Background: an optimization exercise with open tools, aiming at small area. Do not read the settings as production practice. In this exercise RTL edits were held to simulation tests only and were not proved equivalent to the original. No activity file was given, so power comes from the tool's default toggle rates.

==> flow/design.v <==
package bp_pkg;
    localparam int BP_ADDR_W   = 16;
    localparam int BP_IDX_W    = 6;
    localparam int BP_TAG_W    = 4;
    localparam int BP_CTR_W    = 2;
    localparam int BP_INFLIGHT = 4;
    localparam logic [BP_CTR_W-1:0] BP_CTR_THR = BP_CTR_W'(1) << (BP_CTR_W - 1);
    function automatic logic [BP_CTR_W-1:0] ctr_inc(input logic [BP_CTR_W-1:0] c);
        ctr_inc = (c == '1) ? c : c + BP_CTR_W'(1);
    endfunction
    function automatic logic [BP_CTR_W-1:0] ctr_dec(input logic [BP_CTR_W-1:0] c);
        ctr_dec = (c == '0) ? c : c - BP_CTR_W'(1);
    endfunction
endpackage
module btb_predictor (
    input  logic        clk,
    input  logic        reset_n,
    input  logic        lk_valid,
    input  logic [15:0] lk_pc,
    output logic        lk_ready,
    output logic        pred_taken,
    output logic [15:0] pred_target,
    input  logic        rs_valid,
    input  logic        rs_taken,
    input  logic [15:0] rs_target,
    output logic        mispredict,
    output logic        mp_target,
    output logic [15:0] redirect_pc,
    output logic        rs_orphan
);
    localparam int ENTRIES = 64;
    localparam int DEPTH   = 4;
    logic [ENTRIES-1:0] tbl_ctr1;                  
    logic [ENTRIES-1:0] tbl_tgt0;                  
    logic [ENTRIES-1:0] tbl_ctr0;                  
    logic [3:0]         tbl_tag    [0:ENTRIES-1];
    logic [15:1]        tbl_target [0:ENTRIES-1];
    logic [15:0] q_pc    [0:DEPTH-1];
    logic        q_pt    [0:DEPTH-1];
    logic [15:0] q_ptgt  [0:DEPTH-1];
    logic        q_hit   [0:DEPTH-1];    
    logic        q_ctr0  [0:DEPTH-1];    
    logic [2:0]  wr_ptr, rd_ptr;
    logic q_empty, q_full;
    assign q_empty = (wr_ptr == rd_ptr);
    assign q_full  = (wr_ptr[1:0] == rd_ptr[1:0]) & (wr_ptr[2] != rd_ptr[2]);
    logic [15:0] h_pc, h_ptgt;
    logic        h_pt, h_hit;
    logic [1:0]  h_ctr;
    assign h_pc   = q_pc[rd_ptr[1:0]];
    assign h_pt   = q_pt[rd_ptr[1:0]];
    assign h_ptgt = q_ptgt[rd_ptr[1:0]];
    assign h_hit  = q_hit[rd_ptr[1:0]];
    assign h_ctr  = {h_pt, q_ctr0[rd_ptr[1:0]]};
    logic fire, tgt_wrong, mispredict_i, ctr_we, tgt_we, t0_new;
    logic [1:0] ctr_new;
    assign fire         = rs_valid & ~q_empty;
    assign tgt_wrong    = h_pt & rs_taken & (h_ptgt != rs_target);
    assign mispredict_i = fire & ((h_pt != rs_taken) | tgt_wrong);
    assign tgt_we       = fire & rs_taken;
    assign ctr_we       = fire & (rs_taken | h_hit);
    assign ctr_new      = rs_taken ? (h_hit ? bp_pkg::ctr_inc(h_ctr) : bp_pkg::BP_CTR_THR)
                                   : bp_pkg::ctr_dec(h_ctr);
    assign t0_new       = ctr_new[1] & (rs_taken ? rs_target[0] : h_ptgt[0]);
    assign mispredict  = mispredict_i;
    assign mp_target   = fire & tgt_wrong;
    assign redirect_pc = !fire ? '0 : (rs_taken ? rs_target : h_pc);
    assign rs_orphan   = rs_valid & q_empty;
    logic [7:0] whi, wlo_t, whi_n, wlo_c_n;
    logic [ENTRIES-1:0] we_t, we_c;
    bp_dec3 u_whi  (.a(h_pc[5:3]), .en(1'b1), .y(whi));
    bp_dec3 u_wlot (.a(h_pc[2:0]), .en(tgt_we), .y(wlo_t));
    bp_dec3n u_whin (.a(h_pc[5:3]), .en(1'b1), .y_n(whi_n));
    bp_dec3n u_wlocn (.a(h_pc[2:0]), .en(ctr_we), .y_n(wlo_c_n));
    for (genvar i = 0; i < ENTRIES; i++) begin : g_we
        bp_and2 u_t (.a(wlo_t[i%8]), .b(whi[i/8]), .y(we_t[i]));
    end
    logic        lk_hit, lk_push, pred_taken_i, rd_valid;
    logic [3:0]  rd_tag;
    logic [1:0]  lk_ctr;
    logic [15:0] lk_tgt;
    logic [7:0] rhi, rlo;
    logic [ENTRIES-1:0] lk_sel_n;
    bp_dec3 u_rhi (.a(lk_pc[5:3]), .en(1'b1), .y(rhi));
    bp_dec3 u_rlo (.a(lk_pc[2:0]), .en(1'b1), .y(rlo));
    for (genvar i = 0; i < ENTRIES; i++) begin : g_sel
        bp_nand2 u_s (.a(rlo[i%8]), .b(rhi[i/8]), .y(lk_sel_n[i]));
    end
    for (genvar b = 0; b < 22; b++) begin : g_rd
        logic [ENTRIES-1:0] col;
        for (genvar i = 0; i < ENTRIES; i++) begin : g_col
            if (b < 4)       assign col[i] = tbl_tag[i][b];
            else if (b == 4) assign col[i] = tbl_ctr0[i];
            else if (b == 5) assign col[i] = tbl_ctr1[i];
            else if (b == 6) assign col[i] = tbl_tgt0[i];
            else             assign col[i] = tbl_target[i][b-6];
        end
        logic q;
        bp_rd_bit u_rd (.sel_n(lk_sel_n), .d(col), .q(q));
        if (b < 4)       assign rd_tag[b] = q;
        else if (b == 4) assign lk_ctr[0] = q;
        else if (b == 5) assign lk_ctr[1] = q;
        else             assign lk_tgt[b-6] = q;
    end
    assign rd_valid     = lk_ctr[1] | ~lk_tgt[0];
    assign lk_hit       = rd_valid & (rd_tag == lk_pc[9:6]);
    assign lk_push      = lk_valid & ~q_full & ~mispredict_i;
    assign pred_taken_i = lk_push & lk_hit & lk_ctr[1];
    assign lk_ready    = ~q_full;
    assign pred_taken  = pred_taken_i;
    assign pred_target = pred_taken_i ? lk_tgt : '0;
    logic       lk_same;
    logic       lk_ctr0_n;
    assign lk_same   = (lk_pc[5:0] == h_pc[5:0]);
    assign lk_ctr0_n = (ctr_we & lk_same) ? ctr_new[0] : lk_ctr[0];
    always_ff @(posedge clk or negedge reset_n) begin
        if (!reset_n) begin
            wr_ptr <= '0;
            rd_ptr <= '0;
        end else if (mispredict_i) begin
            wr_ptr <= '0;
            rd_ptr <= '0;
        end else begin
            if (lk_push) wr_ptr <= wr_ptr + 3'd1;
            if (fire)    rd_ptr <= rd_ptr + 3'd1;
        end
    end
    logic [ENTRIES-1:0] ctr1_d, tgt0_d;
    for (genvar i = 0; i < ENTRIES; i++) begin : g_rst
        bp_hold2 u_h (.lo_n(wlo_c_n[i%8]), .hi_n(whi_n[i/8]),
                      .q0(tbl_ctr1[i]), .d0(ctr_new[1]), .q1(tbl_tgt0[i]), .d1(t0_new),
                      .y0(ctr1_d[i]), .y1(tgt0_d[i]), .sel(we_c[i]));
    end
    always_ff @(posedge clk or negedge reset_n) begin
        if (!reset_n) begin
            tbl_ctr1 <= '0;
            tbl_tgt0 <= '1;
        end else begin
            tbl_ctr1 <= ctr1_d;
            tbl_tgt0 <= tgt0_d;
        end
    end
    for (genvar i = 0; i < ENTRIES; i++) begin : g_tbl
        always_ff @(posedge clk) begin
            if (we_t[i]) begin
                tbl_target[i] <= rs_target[15:1];
                tbl_tag[i]    <= h_pc[9:6];
            end
            if (we_c[i]) tbl_ctr0[i] <= ctr_new[0];
        end
    end
    for (genvar j = 0; j < DEPTH; j++) begin : g_q
        logic push_j, same_j;
        assign push_j = lk_push & (wr_ptr[1:0] == 2'(j));
        assign same_j = (q_pc[j][5:0] == h_pc[5:0]);
        always_ff @(posedge clk) begin
            if (push_j) begin
                q_pc[j]   <= lk_pc;
                q_pt[j]   <= pred_taken_i;
                q_ptgt[j] <= lk_tgt;
                q_hit[j]  <= lk_hit;
                q_ctr0[j] <= lk_ctr0_n;
            end else if (ctr_we & same_j) begin
                q_ctr0[j] <= ctr_new[0];
            end
        end
    end
endmodule
module bp_rd_bit (
    input  logic [63:0] sel_n,
    input  logic [63:0] d,
    output logic        q
);
    logic [31:0] t;
    for (genvar k = 0; k < 32; k++) begin : g_grp
        bp_oai22 u (.a1(sel_n[2*k]), .a2(d[2*k]), .b1(sel_n[2*k+1]), .b2(d[2*k+1]), .y(t[k]));
    end
    bp_nor32 u_and (.a(t), .y(q));
endmodule
module bp_dec3 (
    input  logic [2:0] a,
    input  logic       en,
    output logic [7:0] y
);
    logic [2:0] a_n;
    for (genvar b = 0; b < 3; b++) begin : g_inv
        bp_inv u (.a(a[b]), .y(a_n[b]));
    end
    for (genvar k = 0; k < 8; k++) begin : g_dec
        bp_and4 u (.a(k[0] ? a[0] : a_n[0]), .b(k[1] ? a[1] : a_n[1]),
                   .c(k[2] ? a[2] : a_n[2]), .d(en), .y(y[k]));
    end
endmodule
module bp_hold2 (
    input  logic lo_n, hi_n, q0, d0, q1, d1,
    output logic y0, y1, sel
);
    assign sel = ~(lo_n | hi_n);
    assign y0  = sel ? d0 : q0;
    assign y1  = sel ? d1 : q1;
endmodule
module bp_dec3n (
    input  logic [2:0] a,
    input  logic       en,
    output logic [7:0] y_n
);
    logic [2:0] a_n;
    for (genvar b = 0; b < 3; b++) begin : g_inv
        bp_inv u (.a(a[b]), .y(a_n[b]));
    end
    for (genvar k = 0; k < 8; k++) begin : g_dec
        bp_nand4 u (.a(k[0] ? a[0] : a_n[0]), .b(k[1] ? a[1] : a_n[1]),
                    .c(k[2] ? a[2] : a_n[2]), .d(en), .y(y_n[k]));
    end
endmodule
module bp_nand4 (
    input  logic a, b, c, d,
    output logic y
);
    assign y = ~(a & b & c & d);
endmodule
module bp_oai22 (
    input  logic a1, a2, b1, b2,
    output logic y
);
    assign y = ~((a1 | a2) & (b1 | b2));
endmodule
module bp_nor32 (
    input  logic [31:0] a,
    output logic        y
);
    assign y = ~|a;
endmodule
module bp_inv (
    input  logic a,
    output logic y
);
    assign y = ~a;
endmodule
module bp_nand2 (
    input  logic a, b,
    output logic y
);
    assign y = ~(a & b);
endmodule
module bp_and2 (
    input  logic a, b,
    output logic y
);
    assign y = a & b;
endmodule
module bp_and4 (
    input  logic a, b, c, d,
    output logic y
);
    assign y = a & b & c & d;
endmodule
==> flow/flow/run.sh <==
#!/bin/bash
# Layout flow: the standard flow (standard.sh) for every step, with two changes:
#  * clock tree synthesis without dummy loads, clkbuf_8 leaf buffers, clusters of 15 sinks;
#  * port buffers use sky130_fd_sc_hd__buf_1 (every input and output port still gets one).
# The whole output of the flow goes to flow_standard.log in the work folder; ORFS's own
# per-step logs are under orfs/logs/.
set -euo pipefail
CTS="-sink_clustering_enable -repair_clock_nets -dont_use_dummy_load"
CTS="$CTS -buf_list sky130_fd_sc_hd__clkbuf_8 -sink_clustering_size 15 -sink_clustering_max_diameter 120"
bash standard.sh "CTS_ARGS=$CTS" "BUFFER_PORTS_ARGS=-buffer_cell sky130_fd_sc_hd__buf_1" finish \
    > flow_standard.log 2>&1
==> flow/standard.sh <==
#!/bin/bash
# synth_recipe.tcl (not shown) runs the flow's synth.tcl, then flattens the netlist and writes it again
# the make line also repeats each setting of config.mk as NAME=value (left out here)
make -C /OpenROAD-flow-scripts/flow DESIGN_CONFIG=/design/flow/config.mk WORK_HOME=/design/flow/orfs CLKGATE_MAP_FILE= SYNTH_SCRIPT=/design/flow/synth_recipe.tcl "${@:-finish}"
==> flow/config.mk <==
export PLATFORM = sky130hd
export DESIGN_NAME = btb_predictor
export DESIGN_NICKNAME = btb_predictor
export VERILOG_FILES = /design/flow/design.v
export SDC_FILE = /design/flow/constraint.sdc
export NUM_CORES = 4
export LEC_CHECK = 0
export CAP_MARGIN = 20
export CORE_MARGIN = 2
export CORE_UTILIZATION = 50
export CTS_BUF_LIST = sky130_fd_sc_hd__clkbuf_8
export CTS_CLUSTER_DIAMETER = 120
export CTS_CLUSTER_SIZE = 15
export PLACE_DENSITY = 0.65
export SETUP_SLACK_MARGIN = 0
export SLEW_MARGIN = 20
export SYNTH_HIERARCHICAL = 1
export SYNTH_MINIMUM_KEEP_SIZE = 0
==> flow/constraint.sdc <==
create_clock -name core_clock -period 10.0 [get_ports {clk}]
set_input_delay 2.0000 -clock core_clock [delete_from_list [all_inputs] [get_ports {clk}]]
set_output_delay 2.0000 -clock core_clock [all_outputs]
set_load 0.01 [all_outputs]
==> results.txt <==
sequential cells by signal, indices dropped and copies added (netlist names):
signal	count
tbl_target	960
tbl_tag	256
q_pc	64
q_ptgt	64
tbl_ctr0	64
tbl_ctr1	64
tbl_tgt0	64
q_ctr0	4
q_hit	4
q_pt	4
rd_ptr	3
wr_ptr	3
cell usage after synthesis, drive strengths merged, types with 5 or more instances:
library cell,number,share of area [%]
nor2b,17,0.18
o22ai,710,7.7
o21ai,6,0.052
mux2,130,2.5
nand4,67,0.73
and4,32,0.49
inv,39,0.25
and2,66,0.72
xnor2,38,0.58
nor4,182,2.2
buf,14,0.14
nor4b,15,0.38
nand2,91,0.59
clkbuf,18,0.12
dfstp,64,2.9
dfrtp,70,3.0
ha,9,0.20
nor2,133,1.2
xor2,15,0.23
mux2i,14,0.24
edfxtp,1420,74
a222oi,30,0.52
a31oi,5,0.081
a21oi,39,0.34
Yosys stat by module, one instance, submodules excluded, a selection:
module         cells  flip-flops and latches  copies in the design
bp_hold2           3                       0                    64
bp_and2            1                       0                    64
bp_nor32          11                       0                    22
btb_predictor   1920                    1554                     1
bp_and4            1                       0                    32
bp_oai22           1                       0                   704
bp_nand2           1                       0                    64
kinds of logic after synthesis:
group | after synthesis | share of synthesized area [%]
DFF | 1554 | 80.1
AOI/OAI and AO/OA | 807 | 8.97
and+or+nand+nor | 613 | 6.59
muxes | 144 | 2.79
buffers and inverters | 71 | 0.511
xor gates and xnor gates | 53 | 0.807
adders and majority gates | 9 | 0.196
other | 1 | 0.00652
power breakdown:
group,internal [W],switching [W]
sequential,0.00786,0.000159
clock,0.00101,0.00188
combinational,0.000587,0.00169
total,0.00946,0.00373
area by class of cell:
type | instances | area (um2) | share of cell area (%)
antenna | 6 | 15.0 | 0.0241
clock buffer | 113 | 1560 | 2.49
inverter | 39 | 146 | 0.235
multi-input combinational | 1658 | 11400 | 18.3
sequential | 1554 | 46100 | 73.9
tap | 1512 | 1890 | 3.03
timing repair buffer | 202 | 1300 | 2.08
how the worst max path moves through the flow:
stage,slack [ns],end,cells after the start,from
2_1_floorplan,3.01,pred_taken,13,lk_pc[2]
3_3_place_gp,0.87,pred_target[14],15,lk_pc[2]
3_5_place_dp,0.80,pred_taken,14,lk_pc[2]
4_1_cts,0.79,pred_target[12],15,lk_pc[2]
5_1_grt,0.36,pred_taken,15,lk_pc[2]
6_report,0.72,pred_target[12],16,lk_pc[2]
through the flow:
stage | utilization, % | total power [W] | hold WS (ns)
floorplan | - | 0.00942 | 0.481
global placement | 53.1 | 0.0104 | 0.490
detailed placement | 53.2 | 0.0104 | 0.497
CTS | 54.5 | 0.0132 | 0.517
global route | 54.6 | 0.0136 | 0.533
finish | 54.6 | 0.0132 | 0.514
routing by layer:
metal	share of wire, %	wire (um)	global-route usage, %
met1	41	66000	40.0
met2	45	72800	40.9
met3	10	16900	5.12
met4	3.6	5870	9.52
met5	0	0	0
critical path: stages:
cell and delay, ns:
buf_1 0.35, inv_1 0.15, and4_1 0.43, nand2_1 0.85
o22ai_1 0.15, nor4_1 0.80, nand4_1 0.36, nor2_1 0.22
xnor2_1 0.14, o21ai_0 0.13, nor4_1 0.30, buf_4 0.21
nand2_1 0.38, buf_4 0.34, nor4b_2 0.23, buf_1 0.19
==> summary.md <==
| Metric | Value |
|---|---|
| Register area share after synthesis | roughly four fifths |
| CP Data Required Time | around 8.0 ns |
| Startpoint Class | input port |
| Chip Height | between 300 and 400 um |
| Leakage | slightly below 20 nW |
| Die area | 0.118 mm2 |
| CTS tree | built |
| DP Worst Slack | slightly below 0.8 ns |
| Fin nets | roughly 3600 |
| Setup violators final | 0 |
| FF+latch count, synth | about 1600 |
| Final Hold Viols | 0 |
| RSZ-0062 raised after global routing | no |
| Drt drc | 0 |
| Post-synth cell types | 46 |
| Number of synthesized flops with an enable pin | 1420 |
| Worst min path class | flip-flop to flip-flop |
| Setup_tns | 0 ns |
| Largest net degree at the start of global routing | between 60 and 70 |
| Predominant post-synthesis flop cell | edfxtp_1 |
| Fraction of layout instances using a drive strength above 1 | between 10% and 20% |
| Cell depth of the worst flop-to-flop path | 10 |
| Clk latency of the worst-skew pair | between 0.8 and 0.9 ns |
| Status | finished clean |
| DIE WIDTH | roughly 340 um |
| Mapped cell area | ~0.057 mm2 |
| First-pass GRT wire length | approximately 230 mm |
| RR Endpoint | tbl_ctr1[27] |
| Area Overhead vs Synth | 8.46% |
| Post-CTS setup repair buffer count | 0 |
| Core area | between 0.1 and 0.15 mm2 |
| Top-Level Pins | 74 |
| Hold-fix buffers, CTS | 0 |
| Hold depth | 1 |
| Synth async-reset ratio | 8.62% |
| Vias in the first global route | ~32000 |
| Max-cap check violation count | 0 |
| Design area | 0.0624 mm2 |
| GRT overflow | 0 |
| Routed Antenna Nets | 0 |
| Syn_area_per_cell | around 18 um2 |
| Post-Place Cell Area | 0.0607 mm2 |
| Row cnt | about 120 |
| Period utilisation layout | between 90% and 100% |
| Htree depth | 3 |
| Setup crit end kind | output pin |
| Gate Count Post-Synth | 3252 |
| RD Place Congestion | 0.921 |
| DR iter-0 viols | between 4000 and 5000 |
| Worst Hold Launch | tbl_ctr1[3] |
| Layout Cells excl Fill | between 5000 and 6000 |
| Commonest cells after routing, fill and taps aside | 1420 x edfxtp_1, 710 x o22ai_1, 151 x nor4_1, 130 x mux2_2, 123 x buf_4 |
| DP HPWL | 101 mm |
| Wirelength per Cell | about 32 um |
| Final Skew | approximately 0.076 ns |
| CP Max Fanout | 22 |
| Max-Slew Margin vs Limit | 19.1% |
| Hold endpoint | tbl_ctr1[3] |
| Total clock sinks | around 1600 |
| Vias/cell | around 6.6 |
| Deepest clock path buffer count | 3 |
| Root Buffer | clkbuf_8 |
| Via count | 33600 |
| Tightest Pin Transition | approximately 1.2 ns |
| Most common cell after layout, fill and taps aside | edfxtp_1 |
| Cell Pwr Density | around 210 mW/mm2 |
| Flop2flop setup slack | 4.86 ns |
| PnR worst setup slack | a little over 0.7 ns |
| Initial core utilization | ~50% |
| Filler cells | 8876 |
| Placed cell count | around 5000 |
| Critical Path AT | 7.28 ns |
| PostCTS Resize Cnt | 0 |
| VDD IR max | approximately 180 uV |
| Fmax | between 100 and 150 MHz |
| R2R Path Start | rd_ptr[0] |
| Initial antenna violation count | 8 |
| Pre-Repair DR Iteration Count | 10 |
| Inserted Clock Buffers | between 100 and 150 |
| Port buffer count | between 70 and 80 |
| Clock transition at the registers of the reported paths | 0.09 ns |
| Post-layout min period | approximately 9.3 ns |
| Critical path class | input port to output pin |
| Yosys synthesis warning count | 14 |
| Pins Over Slew Limit | 0 |
| GRT Total Usage | a little over a quarter |
| Post-Route WL | between 150 and 200 mm |

[separate check: timing with driven ports]
Ports are ideal in the flow. The routed layout listed here was re-timed in OpenROAD.
Step 1 assumes that a clkbuf_16 drives the clock port and a buf_2 every other input.
Step 2 moves the port delays by t, midway between the first and last clock arrival at a register: inputs arrive t later, outputs are due t later. That takes back most of the time a late clock gives input paths.
a / b / c = no drivers / after step 1 / after step 2; a / b = the first two.
t, ns: 0.864
setup slack, ns: 0.720 / 0.600 / 0.600
worst setup path at the end: input to output
worst register clock-pin slew, ns: 0.10 / 0.10
After both steps setup and hold are still met in this run. The setup slack of this run moves by -0.120 ns with the drivers and by -0.120 ns with both steps.
